This is an optimization exercise on Yosys and OpenROAD, whose aim is small area, a short achievable clock period and few clock cycles per item, not a production implementation.
Function was checked by simulation only, so behaviour that the tests miss may differ from the original.
Power and IR drop assume default switching activity.

==> try-quartz: inputs <==
Design icache_top, start of the top module:
module icache_top (
   input  logic                      clk,
   input  logic                      reset,
   input  logic [32:0]   cpu_req,
   input  logic                      req_valid,
   output logic                      req_ready,
   output logic [32:0]   cpu_resp,
   output logic                      resp_valid,
   input  logic                      resp_ready,
   output logic [32-1:0] mem_req,
   output logic                      mem_valid,
   input  logic                      mem_ready,
   input  logic [32-1:0] mem_rdata,
   input  logic                      mem_rdata_valid
);
make LEC_CHECK=0 CAP_MARGIN=20 CORE_MARGIN=2 CORE_UTILIZATION=40 SETUP_SLACK_MARGIN=4.5 SLEW_MARGIN=20 finish   # period 7.0 ns
run.sh (not shown) runs the stock make flow with config.mk's settings and CLKGATE_MAP_FILE= SYNTH_SCRIPT=/design/flow/synth_recipe.tcl, a recipe that flattens the netlist after the stock synthesis.
==> try-delta (differences from try-quartz) <==
--- a/flow/design.v
+++ b/flow/design.v
@@ -91,11 +91,12 @@
    logic [IW-1:0] fill_set;
    assign fill_set = fill_line[IW-1:0];
    assign beat_now = fill_active && mem_rdata_valid;
    logic          l_v, l_op, l_hway, l_pend, l_rdy, l_miss;
    logic [AW-1:0] l_a;
-   logic [WW-1:0] l_data;
+   logic [WW-1:0] l_w0, l_w1;
+   logic          l_s0, l_s1;
    logic [IW-1:0] l_set;
    logic [SW-1:0] l_word;
    logic [TW-1:0] l_tag;
    assign l_set = l_a[OW +: IW];
    assign l_word = l_a[BW +: SW];
@@ -169,79 +170,98 @@
    assign h0 = rv0 && rt0 == r0_tag;
    assign h1 = rv1 && rt1 == r0_tag;
    assign fm = !r0_op && fill_active && fill_live && r0_line == fill_line;
    assign fmp = fm && fill_cnt <= r0_word;
    assign arr_now = beat_now && fill_cnt == r0_word;
-   assign l_byp = l_pend && beat_now && fill_cnt == l_word;
+   logic l_bsel;
+   logic mreq_q, mvq;
+   assign l_byp = l_bsel && mem_rdata_valid;
    assign resp_valid = l_rdy || l_byp;
    assign l_leave = resp_valid && resp_ready;
    assign mv = r0_v && (!l_v || l_leave);
+   logic          l_v_n, l_rdy_n, l_miss_n, l_pend_n, fill_active_n, mreq_n;
+   logic [SW-1:0] l_word_n, fill_cnt_n;
+   always_comb begin
+      l_v_n = l_v;
+      l_rdy_n = l_rdy;
+      l_miss_n = l_miss;
+      l_pend_n = l_pend;
+      if (mv) begin
+         l_v_n = 1'b1;
+         l_rdy_n = r0_op || ((h0 || h1) && !(fmp && !arr_now));
+         l_miss_n = !r0_op && !h0 && !h1;
+         l_pend_n = fmp && !arr_now;
+      end else if (l_leave) begin
+         l_v_n = 1'b0;
+         l_rdy_n = 1'b0;
+         l_pend_n = 1'b0;
+      end else if (commit) begin
+         l_miss_n = 1'b0;
+         l_pend_n = 1'b1;
+      end else if (l_byp) begin
+         l_rdy_n = 1'b1;
+         l_pend_n = 1'b0;
+      end
+      l_word_n = mv ? r0_word : l_word;
+      fill_cnt_n = commit ? SW'(0) : beat_now ? fill_cnt + SW'(1) : fill_cnt;
+      fill_active_n = commit || (fill_active && !(beat_now && fill_cnt == SW'(NL - 1)));
+      mreq_n = commit ? !mem_ready : (mreq_q && !mem_ready);
+   end
    always_ff @(posedge clk) begin
       if (reset) begin
          l_v <= 1'b0;
          l_rdy <= 1'b0;
          l_miss <= 1'b0;
          l_pend <= 1'b0;
-      end else if (mv) begin
-         l_v <= 1'b1;
-         l_rdy <= r0_op || ((h0 || h1) && !(fmp && !arr_now));
-         l_miss <= !r0_op && !h0 && !h1;
-         l_pend <= fmp && !arr_now;
-      end else if (l_leave) begin
-         l_v <= 1'b0;
-         l_rdy <= 1'b0;
-         l_pend <= 1'b0;
-      end else if (commit) begin
-         l_miss <= 1'b0;
-         l_pend <= 1'b1;
-      end else if (l_byp) begin
-         l_rdy <= 1'b1;
-         l_pend <= 1'b0;
+         l_bsel <= 1'b0;
+         mreq_q <= 1'b0;
+         mvq <= 1'b0;
+         fill_active <= 1'b0;
+      end else begin
+         l_v <= l_v_n;
+         l_rdy <= l_rdy_n;
+         l_miss <= l_miss_n;
+         l_pend <= l_pend_n;
+         l_bsel <= l_pend_n && fill_cnt_n == l_word_n;
+         mreq_q <= mreq_n;
+         mvq <= (l_miss_n && !fill_active_n) || mreq_n;
+         fill_active <= fill_active_n;
       end
    end
    always_ff @(posedge clk) begin
       if (mv) begin
          l_op <= r0_op;
          l_a <= r0_q[AW-1:0];
          l_hway <= h1;
+         l_w1 <= rd1;
          if (fmp && arr_now) begin
-            l_data <= mem_rdata;
+            l_w0 <= mem_rdata;
+            l_s0 <= 1'b1;
+            l_s1 <= 1'b0;
          end else begin
-            l_data <= ({WW{h0 && !fmp && !r0_op}} & rd0) | ({WW{h1 && !fmp && !r0_op}} & rd1);
+            l_w0 <= rd0;
+            l_s0 <= h0 && !fmp && !r0_op;
+            l_s1 <= h1 && !fmp && !r0_op;
          end
       end else if (commit) begin
          l_hway <= victim;
       end else if (l_byp) begin
-         l_data <= mem_rdata;
-      end
-   end
-   assign cpu_resp = {l_op, l_byp ? mem_rdata : l_data};
-   logic mreq_q;
-   assign mem_valid = commit || mreq_q;
+         l_w0 <= mem_rdata;
+         l_s0 <= 1'b1;
+         l_s1 <= 1'b0;
+      end
+   end
+   assign cpu_resp = {l_op, (l_w0 & {WW{l_s0}}) | (l_w1 & {WW{l_s1}}) | (mem_rdata & {WW{l_bsel}})};
+   assign mem_valid = mvq;
    assign mem_req = {l_a[AW-1:OW], {OW{1'b0}}};
    always_ff @(posedge clk) begin
       if (reset) begin
-         mreq_q <= 1'b0;
-         fill_active <= 1'b0;
          fill_live <= 1'b0;
-      end else begin
-         if (commit) begin
-            mreq_q <= !mem_ready;
-         end else if (mem_ready) begin
-            mreq_q <= 1'b0;
-         end
-         if (commit) begin
-            fill_active <= 1'b1;
-            fill_live <= 1'b1;
-         end else begin
-            if (beat_now && fill_cnt == SW'(NL - 1)) begin
-               fill_active <= 1'b0;
-            end
-            if (inv_now && r0_set == fill_set && r0_q[0] == fill_way) begin
-               fill_live <= 1'b0;
-            end
-         end
+      end else if (commit) begin
+         fill_live <= 1'b1;
+      end else if (inv_now && r0_set == fill_set && r0_q[0] == fill_way) begin
+         fill_live <= 1'b0;
       end
    end
    always_ff @(posedge clk) begin
       if (commit) begin
          fill_line <= l_a[AW-1:OW];
Settings changed: CTS_CLUSTER_DIAMETER set to 80, CTS_CLUSTER_SIZE set to 20, SETUP_SLACK_MARGIN 4.5 to 3.6.
==> summary.txt <==
quantity	try-quartz	try-delta
Endpoint arrival time on the critical path	2.94 ns	3.07 ns
Clock tree cell share of total cell area	6.96%	3.89%
Vertical extent of the die	686 um	687 um
Final non-filler cell total	17,300	16,200
Routed length per placed instance	48.5 um	47.0 um
Total met3 wirelength after detailed routing	160,000 um	118,000 um
Ant. Diodes	38	20
Portion of total power attributed to the clock network	40.1%	31.9%
CP max FO	7	4
Die X-Extent	686 um	687 um
Number of ordinary and repair buffers in the finished layout	1,346	804
Instance area after placement	0.199 mm^2	0.199 mm^2
Share of the clock period used by the worst path	62.0%	63.9%
Final Wtd Congestion	0.883	0.856
Post-Syn Area	0.186 mm^2	0.187 mm^2
Status	no timing/DRC/antenna violations	no timing/DRC/antenna violations
Worst vdd ir	237 uV	198 uV
Clk. pwr	27.2 mW	18.1 mW
Overall via count from detail_route	127,000	116,000
Number of sequential cells	5,160	5,196
Global-route wire length before repair	1,070,000 um	994,000 um
Hold_sp	r0_q[3]$_DFFE_PP_	valid0_q[3]$_SDFFE_PP0P_
Register bit count reported by yosys	5,160	5,196
Capture instance of the worst register-to-register path	l_data[11]$_DFFE_PP_	l_w0[23]$_DFFE_PP_
Testbench counts of try-quartz, summed over its fixed seeds: cycles 48,033, requests 32,000.
Testbench counts of try-delta, summed over its fixed seeds: cycles 48,033, requests 32,000.


==> trial 63 <==
icache_top, a different RTL version from the one above (not shown whole).
Settings: LEC_CHECK=0, CAP_MARGIN=20, CORE_MARGIN=2, CORE_UTILIZATION=40, SETUP_SLACK_MARGIN=1.5, SLEW_MARGIN=20; clock period 7.0 ns.
==> trial 66 (differences from trial 63) <==
--- a/flow/config.mk
+++ b/flow/config.mk
@@ -9,4 +9,4 @@
 export CORE_MARGIN = 2
 export CORE_UTILIZATION = 40
-export SETUP_SLACK_MARGIN = 1.5
+export SETUP_SLACK_MARGIN = 4.0
 export SLEW_MARGIN = 20
==> summary.txt <==
- Between trial 66 and trial 63, the lower power is in trial 63 (gap 1.3%, measured against trial 63).
- Against trial 63, the worst hold slack of trial 66 is better by 0.0014 ns.
- In trial 63 the via count is smaller than in trial 66, by about 6%.
- In synthesized cell count, trial 63 and trial 66 do not differ.
- Of trial 66 and trial 63, trial 63 has the higher clock power (gap about 1%, measured against trial 63).
- In trial 66 the fmax is larger than in trial 63, by about 30%.
- Against trial 63, the count of clock-buffer cells in the layout of trial 66 is higher by 15.
- Sequential power is about the same in trial 66 and trial 63.
- In trial 66 the non-clock buffer count is higher than in trial 63, by 646.
Testbench counts of trial 63, summed over its fixed seeds: cycles 52,025, requests 32,000.
Testbench counts of trial 66, summed over its fixed seeds: cycles 52,025, requests 32,000.

afterwards: timing with drivers on the ports:
In the flow no input, the clock included, has a driving cell. The finished layouts below were timed again as built, in two steps.
Step 1: set_driving_cell puts a clkbuf_16 on clk and a buf_2 on each other input, an assumption about the parent block.
Step 2, shift: input delay + t, output delay - t, t = (earliest + latest rising clock arrival at the registers) / 2. This alone moves slack from input paths to output paths.
a / b / c = ideal ports / drivers / drivers and shift; a / b = the first two.
| run | shift t [ns] | slack for setup (ns) | worst setup path after step 2 |
|---|---|---|---|
| try-quartz | 1.178 | 2.657 / 2.387 / 2.119 | input to register |
| try-delta | 1.083 | 2.526 / 2.410 / 2.504 | input to register |
| trial 63 | 1.159 | 1.686 / 1.566 / 1.684 | input to register |
| trial 66 | 1.175 | 2.899 / 2.784 / 2.965 | input to register |
After both steps setup and hold are still met in every run listed. The setup slack of try-quartz, which loses most, moves by -0.270 ns with the drivers and by -0.538 ns with both steps.
